From an optimization exercise on the open Yosys and OpenROAD flow, aimed at small area, a short achievable clock period and few clock cycles per item; shortcuts taken in it are not production practice. Where RTL was checked, it was by simulation tests only, not by an equivalence proof against the original. Power is estimated from default activity; no workload was simulated.

Setup of run P:
==> flow/design.v (excerpt) <==
module mul_axil (
  input  logic        Clk,
  input  logic        arst_n,
  input  logic        s_awvalid,
  output logic        s_awready,
  input  logic [7:0]  s_awaddr,
  input  logic        s_wvalid,
  output logic        s_wready,
  input  logic [31:0] s_wdata,
  input  logic [3:0]  s_wstrb,
  output logic        s_bvalid,
  input  logic        s_bready,
  output logic [1:0]  s_bresp,
  input  logic        s_arvalid,
  output logic        s_arready,
  input  logic [7:0]  s_araddr,
  output logic        s_rvalid,
  input  logic        s_rready,
  output logic [31:0] s_rdata,
  output logic [1:0]  s_rresp
);
For scale: about 700 cells after synthesis, roughly 100 I/O pins, ~7700 µm² of cells after synthesis.
clock: 3.2 ns
lec_check: 0
cap_margin: 20
core_margin: 2
core_utilization: 60
cts_buf_list: sky130_fd_sc_hd__clkbuf_4 sky130_fd_sc_hd__clkbuf_8
cts_cluster_size: 30
setup_slack_margin: 1.0
slew_margin: 20
standard.sh (not shown) runs the stock make flow with config.mk's settings and CLKGATE_MAP_FILE= SYNTH_SCRIPT=/design/flow/synth_recipe.tcl, a recipe that flattens the netlist after the stock synthesis.
==> flow/flow/run.sh <==
#!/bin/bash
# Standard layout, with plain buffers on the ports and resizing not tied to
# cell footprints. Each step's own log is also kept under orfs/logs/.
set -euo pipefail
bash standard.sh \
  "BUFFER_PORTS_ARGS=-buffer_cell sky130_fd_sc_hd__buf_1" \
  MATCH_CELL_FOOTPRINT=0 \
  finish > standard.log 2>&1
> inputs changed (run P -> run C)
- swapping 1.0 for 0.8 in SETUP_SLACK_MARGIN
Results
- Across run C and run P, the outcome is the same: a clean finish for every run.
- Run C against run P: worst-case setup margin in the final layout went up by 0.025 ns; shortest clock period the worst path allows after layout went down by 0.025 ns; power consumed by the clock network went up by 14%.
No functional check of the RTL was part of any run of this note.

* * *

JK:
Another version of the RTL of mul_axil (not shown whole).
For scale: roughly 100 I/O pins, ~6900 um^2 of cells after synthesis.
export LEC_CHECK = 0
export CAP_MARGIN = 20
export CORE_MARGIN = 2
export CORE_UTILIZATION = 55
export CTS_BUF_LIST = sky130_fd_sc_hd__clkbuf_4 sky130_fd_sc_hd__clkbuf_8
export SETUP_SLACK_MARGIN = 0.8
export SLEW_MARGIN = 20
create_clock -name core_clock -period 3.2 [get_ports {Clk}]
==> flow/flow/run.sh <==
#!/bin/bash
# Standard layout, with plain buffers on the ports, resizing not tied to
# cell footprints and a clock tree without dummy loads. Each step's own log
# is also kept under orfs/logs/.
set -euo pipefail
bash standard.sh \
  "BUFFER_PORTS_ARGS=-buffer_cell sky130_fd_sc_hd__buf_1" \
  MATCH_CELL_FOOTPRINT=0 \
  "CTS_ARGS=-sink_clustering_enable -repair_clock_nets -sink_clustering_size 30 -buf_list {sky130_fd_sc_hd__clkbuf_4 sky130_fd_sc_hd__clkbuf_8} -dont_use_dummy_load" \
  finish > standard.log 2>&1
Testbench counts of JK, summed over its fixed seeds: cycles 5,120, items 512.
Edits applied to the flow inputs when going from JK to MS:
- setting CTS_CLUSTER_SIZE to 30 for the first time
- changing CORE_UTILIZATION from 55 to 60
- changing SETUP_SLACK_MARGIN from 0.8 to 0.7
- setting ABC_AREA to 1 for the first time
==> flow/flow/run.sh <==
#!/bin/bash
# Standard layout, with plain buffers on the ports and resizing not tied to
# cell footprints. Each step's own log is also kept under orfs/logs/.
set -euo pipefail
bash standard.sh \
  "BUFFER_PORTS_ARGS=-buffer_cell sky130_fd_sc_hd__buf_1" \
  MATCH_CELL_FOOTPRINT=0 \
  finish > standard.log 2>&1
### Flow results
Sequential share of layout area ended up 1.7 points lower on MS than on JK. | combinational power | higher: JK |. Compared with JK, in MS starting DRC count in detailed routing +29%, worst vdd rail ir drop now sits lower, parity-gate share of the synthesized area counting xor and xnor cells went down 0.68 points, utilization now sits higher. [MS vs JK] layout overhead on the synthesized area: lower in MS. Looking at cell type of the slowest stage on the worst timing path, the sky130_fd_sc_hd__fa_1 result is from MS; the sky130_fd_sc_hd__edfxtp_1 one comes from JK. MS vs JK — leakage power of the design climbed by more than 10%.
## Diff of input files: AL against MS
- SETUP_SLACK_MARGIN changed from 0.7 to 0.9
- CORE_UTILIZATION changed from 60 to 75
- ABC_AREA removed (was 1)
Every stage of the flow completed for AL, and the final layout passed the timing, DRC and antenna checks.
AL ended up with a higher sum of met3 wire segment lengths after detailed routing than MS did.
Of AL and MS, the run reporting the higher synthesized cell count was MS.
Looking at count of buffers not belonging to the clock network in the layout, AL sits about 13% above MS.
In the metrics for AL and MS, the one carrying the lower cell area is AL.

==> port drivers added, routing unchanged <==
Ports are ideal in the flow. The routed layouts listed here were re-timed in OpenROAD. Step 1: set_driving_cell puts a clkbuf_16 on Clk and a buf_2 on each other input, an assumption about the parent block. Step 2 moves the port delays by t, midway between the first and last clock arrival at a register: inputs arrive t later, outputs are due t later. That takes back most of the time a late clock gives input paths. Slacks: ideal / step 1 / step 2; pairs: ideal / step 1.
run	t (ns)	setup WS [ns]	latest minus earliest clock arrival (ns)	pins driven straight from the clock port
run P	0.475	0.810 / 0.776 / 0.555	0.013 / 0.012	1
run C	0.476	0.835 / 0.800 / 0.458	0.019 / 0.019	1
JK	0.466	0.861 / 0.829 / 0.522	0.032 / 0.032	1
MS	0.483	0.848 / 0.848 / 0.848	0.011 / 0.011	1
AL	0.481	0.783 / 0.783 / 0.604	0.015 / 0.015	1
After both steps setup and hold are still met in every run listed. For run C, which loses most, drivers alone change the setup slack by -0.035 ns; drivers and shift together by -0.377 ns.
